Source: an optimization exercise on an open RTL-to-GDS flow (aim: small area and few clock cycles). Production flows keep margins and buffers that such runs may drop.
The RTL was checked by simulation tests, not by an equivalence proof against the original design.
No activity file was given, so power comes from the tool's default toggle rates.

Setup of JK:
==> flow/design.v <==
`default_nettype none
package sat_pkg;
    localparam int LIT_W   = 8;
    localparam int VAR_W   = LIT_W - 1;
    localparam int VAR_MAX = 128;
    localparam int CLA_LEN = 4;
    typedef logic signed [LIT_W-1:0] lit_t;
    typedef lit_t [CLA_LEN-1:0] cla_t;
    typedef enum logic [1:0] {
        UNDEFINED = 2'd0,
        TRUE      = 2'd1,
        FALSE     = 2'd2
    } lit_state_t;
    typedef lit_state_t [CLA_LEN-1:0] state_vec_t;
    typedef enum logic [1:0] {
        CMD_ASSIGN = 2'd0,
        CMD_CLEAR  = 2'd1,
        CMD_EVAL   = 2'd2
    } cmd_op_t;
    typedef struct packed {
        cmd_op_t op;
        lit_t    lit;
        cla_t    cla;
    } bcp_cmd_t;
    typedef enum logic [1:0] {
        SAT        = 2'd0,
        CONFLICT   = 2'd1,
        UNIT       = 2'd2,
        UNRESOLVED = 2'd3
    } cla_status_t;
    typedef struct packed {
        cla_status_t status;
        lit_t        lit;
    } bcp_result_t;
    function automatic logic [VAR_W-1:0] lit_var(input logic [LIT_W-1:0] lit);
        logic [LIT_W-1:0] mag;
        mag = lit[LIT_W-1] ? (~lit + 1'b1) : lit;
        lit_var = mag[VAR_W-1:0];
    endfunction
endpackage
`default_nettype wire
`default_nettype none
module sat_bcp_top (
    input  wire logic        clk,
    input  wire logic        rst_n,
    input  wire logic        cmd_req,
    input  wire logic [41:0] cmd,
    output logic             cmd_ack,
    output logic             res_req,
    output logic [9:0]       res,
    input  wire logic        res_ack
);
    localparam logic [1:0] ST_SAT   = 2'd0;
    localparam logic [1:0] ST_CONF  = 2'd1;
    localparam logic [1:0] ST_UNIT  = 2'd2;
    localparam logic [1:0] ST_UNRES = 2'd3;
    localparam logic [2:0] S_IDLE = 3'd0;
    localparam logic [2:0] S_LIT1 = 3'd1;
    localparam logic [2:0] S_LIT2 = 3'd2;
    localparam logic [2:0] S_LIT3 = 3'd3;
    localparam logic [2:0] S_RDY  = 3'd4;
    logic req_meta, req_sync, ack_meta, ack_sync;
    always_ff @(posedge clk) begin
        if (rst_n) begin
            req_meta <= 1'b0;
            req_sync <= 1'b0;
            ack_meta <= 1'b0;
            ack_sync <= 1'b0;
        end else begin
            req_meta <= cmd_req;
            req_sync <= req_meta;
            ack_meta <= res_ack;
            ack_sync <= ack_meta;
        end
    end
    logic [2:0] step;
    logic [7:0] lit_p;
    logic [7:0] lit_x;
    logic [7:0] lit_y;
    localparam int NGRP = 43;
    localparam logic [4:0] ALLU = 5'b01000;
    logic [NGRP*5-1:0] tbl;
    logic [6:0] pa;
    logic [5:0] grp;
    logic [1:0] pos;
    logic [4:0] gc;
    logic       uu;
    logic [2:0] gd;
    logic [2:0] gv;
    logic       pz;
    logic       rd_def;
    logic       rd_val;
    logic       pu;
    logic       pt;
    assign pa = lit_p[7] ? (~lit_p[6:0] + 7'd1) : lit_p[6:0];
    assign pz = (lit_p == 8'd0);
    always_comb begin
        if (pa[1:0] != 2'd3) begin
            grp = {1'b0, pa[6:2]};
            pos = pa[1:0];
        end else if (pa[3:2] != 2'd3) begin
            grp = 6'd32 + 6'(pa[6:4]);
            pos = pa[3:2];
        end else if (pa[5:4] != 2'd3) begin
            grp = 6'd40 + 6'(pa[6]);
            pos = pa[5:4];
        end else begin
            grp = 6'd42;
            pos = {1'b0, pa[6]};
        end
    end
    logic [NGRP-1:0] gsel;
    always_comb begin
        for (int g = 0; g < NGRP; g++) begin
            gsel[g] = (grp == 6'(g));
        end
    end
    logic [7:0] glo;
    logic [7:0] ghi;
    logic [4:0] gcol [6];
    assign glo = 8'd1 << grp[2:0];
    assign ghi = 8'd1 << grp[5:3];
    always_comb begin
        gc = '0;
        for (int j = 0; j < 6; j++) begin
            gcol[j] = '0;
            for (int i = 0; i < 8; i++) begin
                if (j*8+i < NGRP) begin
                    gcol[j] = gcol[j] | (tbl[(j*8+i)*5 +: 5] & {5{glo[i]}});
                end
            end
            gc = gc | (gcol[j] & {5{ghi[j]}});
        end
    end
    assign uu    = !gc[4] && gc[3];
    assign gd[0] = !uu && (gc[2] || !gc[1]);
    assign gv[0] = gc[0];
    assign gd[1] = !uu && (gc[2] || gc[1]);
    assign gv[1] = gc[2] ? gc[1] : gc[0];
    assign gd[2] = gc[4] || (gc[3] && gc[1]);
    assign gv[2] = gc[4] ? gc[3] : gc[0];
    assign rd_def = pz || gd[pos];
    assign rd_val = !pz && gv[pos];
    assign pu = !rd_def;
    assign pt = rd_def && (rd_val ^ lit_p[7]);
    logic [2:0] nd;
    logic [2:0] nv;
    logic [2:0] pc;
    logic [4:0] wcode;
    always_comb begin
        nd = gd;
        nv = gv;
        nd[pos] = 1'b1;
        nv[pos] = !lit_p[7];
        if (nd[0] && nd[1]) begin
            pc = {1'b1, nv[1], nv[0]};
        end else if (nd[0]) begin
            pc = {2'b00, nv[0]};
        end else begin
            pc = {2'b01, nv[1]};
        end
        if (nd[2] && (nd[0] || nd[1])) begin
            wcode = {1'b1, nv[2], pc};
        end else if (nd[2]) begin
            wcode = {4'b0101, nv[2]};
        end else begin
            wcode = {2'b00, pc};
        end
    end
    function automatic logic [9:0] upd(input logic [9:0] r, input logic u,
                                       input logic t, input logic [7:0] l);
        logic [9:0] n;
        n = r;
        if (r[9:8] != ST_SAT) begin
            if (t) begin
                n = {ST_SAT, 8'd0};
            end else if (u) begin
                if (r[9:8] == ST_CONF) begin
                    n = {ST_UNIT, l};
                end else if (r[9:8] == ST_UNIT) begin
                    n = {ST_UNRES, 8'd0};
                end
            end
        end
        upd = n;
    endfunction
    logic waiting;
    logic is_eval;
    logic res_free;
    logic cap;
    logic wr;
    logic clr;
    logic busy;
    assign busy     = (step == S_LIT1) || (step == S_LIT2) || (step == S_LIT3);
    assign waiting  = req_sync && !cmd_ack;
    assign is_eval  = (cmd[41:40] == 2'd2);
    assign res_free = (step == S_IDLE) && (!res_req || ack_sync);
    assign cap      = waiting && (is_eval ? res_free : !busy);
    assign wr       = cap && (cmd[41:40] == 2'd0);
    assign clr      = rst_n || (cap && (cmd[41:40] == 2'd1));
    always_ff @(posedge clk) begin
        if (rst_n) begin
            cmd_ack <= 1'b0;
            res_req <= 1'b0;
            step    <= S_IDLE;
        end else begin
            if (cap) begin
                cmd_ack <= 1'b1;
            end else if (!req_sync) begin
                cmd_ack <= 1'b0;
            end
            if (res_req && ack_sync) begin
                res_req <= 1'b0;
            end
            case (step)
                S_IDLE: begin
                    if (cap && is_eval) begin
                        step <= S_LIT1;
                    end
                end
                S_LIT1: step <= S_LIT2;
                S_LIT2: step <= S_LIT3;
                default: begin
                    if (!ack_sync) begin
                        res_req <= 1'b1;
                        step    <= S_IDLE;
                    end else begin
                        step    <= S_RDY;
                    end
                end
            endcase
        end
    end
    always_ff @(posedge clk) begin
        if ((cap && is_eval) || busy) begin
            res <= upd(cap ? {ST_CONF, 8'd0} : res, pu, pt, lit_p);
        end
    end
    always_ff @(posedge clk) begin
        if (cap) begin
            lit_p <= cmd[41] ? cmd[15:8] : cmd[39:32];
        end else if (step == S_LIT1 || step == S_LIT2) begin
            lit_p <= lit_x;
        end else begin
            lit_p <= cmd[41] ? cmd[7:0] : cmd[39:32];
        end
        lit_x <= cap ? cmd[23:16] : lit_y;
        lit_y <= cmd[31:24];
    end
    logic [4:0] wcode_q;
    logic       wr_q;
    logic [4:0] wbus;
    always_ff @(posedge clk) begin
        wcode_q <= wcode;
        wr_q    <= wr && !rst_n;
    end
    assign wbus = clr ? ALLU : wcode_q;
    always_ff @(posedge clk) begin
        for (int g = 0; g < NGRP; g++) begin
            if (clr || (wr_q && gsel[g])) begin
                tbl[g*5 +: 5] <= wbus;
            end
        end
    end
endmodule
`default_nettype wire
Settings: LEC_CHECK=0, ABC_AREA=1, CAP_MARGIN=20, CORE_MARGIN=2, CORE_UTILIZATION=65, CTS_BUF_LIST=sky130_fd_sc_hd__clkbuf_4 sky130_fd_sc_hd__clkbuf_8, SLEW_MARGIN=20; clock period 5.0 ns.
standard.sh (not shown) runs the stock make flow with config.mk's settings and CLKGATE_MAP_FILE= SYNTH_SCRIPT=/design/flow/synth_recipe.tcl, a recipe that flattens the netlist after the stock synthesis.
==> flow/flow/run.sh <==
#!/bin/bash
# The standard ORFS layout (the standard.sh, standard synthesis unchanged), with:
#  - port buffers of the smallest buffer cell,
#  - a clock tree with larger sink clusters, clkbuf_8 buffers and no dummy loads.
# Each step's full output is in orfs/logs; standard.sh's own output is in run_standard.log.
set -euo pipefail
export BUFFER_PORTS_ARGS="-buffer_cell sky130_fd_sc_hd__buf_1"
export CTS_ARGS="-sink_clustering_enable -sink_clustering_size 16 -sink_clustering_max_diameter 60 -repair_clock_nets -dont_use_dummy_load -buf_list {sky130_fd_sc_hd__clkbuf_8}"
bash standard.sh > run_standard.log 2>&1
Testbench counts of JK, summed over its fixed seeds: cycles 96,000.
[inputs] MS vs JK
- putting GPL_TIMING_DRIVEN at 0 where nothing was set
- swapping 65 for 40 in CORE_UTILIZATION
--- outcome ---
- MS: total stage count of the critical path 5 above JK
- From JK to MS the numbers moved as follows: die extent in x higher, die area higher.
Changes in AL relative to MS:
- swapping 40 for 55 in CORE_UTILIZATION
- clearing GPL_TIMING_DRIVEN, which used to be 0
[summary]
Looking at initial cell density of the core, AL sits 16 points higher than MS does. AL: power density of the placed cells about 0.7% below MS. Clock buffer instance count of the final layout: AL vs MS down about 12%. Going from MS to AL, post-route standard cell area excluding fillers now sits lower; detailed-placement wirelength estimate now sits lower; final instance count without filler cells now sits lower; worst reg2reg path depth now sits lower. The flow did not stop early for AL: all stages ran, and the layout cleared the timing, design-rule and antenna checks.

-- static timing again, ports no longer ideal --
In the flow no input, the clock included, has a driving cell. The finished layouts below were timed again as built, in two steps. Step 1 (the two cells are an assumption about what drives the block):
set clk [get_ports {clk}]
set_driving_cell -lib_cell sky130_fd_sc_hd__clkbuf_16 $clk
set_driving_cell -lib_cell sky130_fd_sc_hd__buf_2 [delete_from_list [all_inputs] $clk]
Step 2 moves the port delays by t, midway between the first and last clock arrival at a register: inputs arrive t later, outputs are due t later. That takes back most of the time a late clock gives input paths. Slacks: no drivers / after step 1 / after step 2; pairs: no drivers / after step 1.
| run | t (ns) | setup slack, ns | hold slack, ns | clock arrival spread, ns | worst data-port slew with drivers (ns) |
|---|---|---|---|---|---|
| JK | 0.564 | 0.606 / 0.606 / 0.606 | 0.411 / 0.411 / 0.411 | 0.053 / 0.053 | 0.04 |
| MS | 0.607 | 0.787 / 0.787 / 0.787 | 0.387 / 0.387 / 0.387 | 0.070 / 0.070 | 0.05 |
| AL | 0.562 | 0.640 / 0.640 / 0.640 | 0.407 / 0.407 / 0.407 | 0.056 / 0.055 | 0.04 |
After both steps every run listed still meets setup and hold.
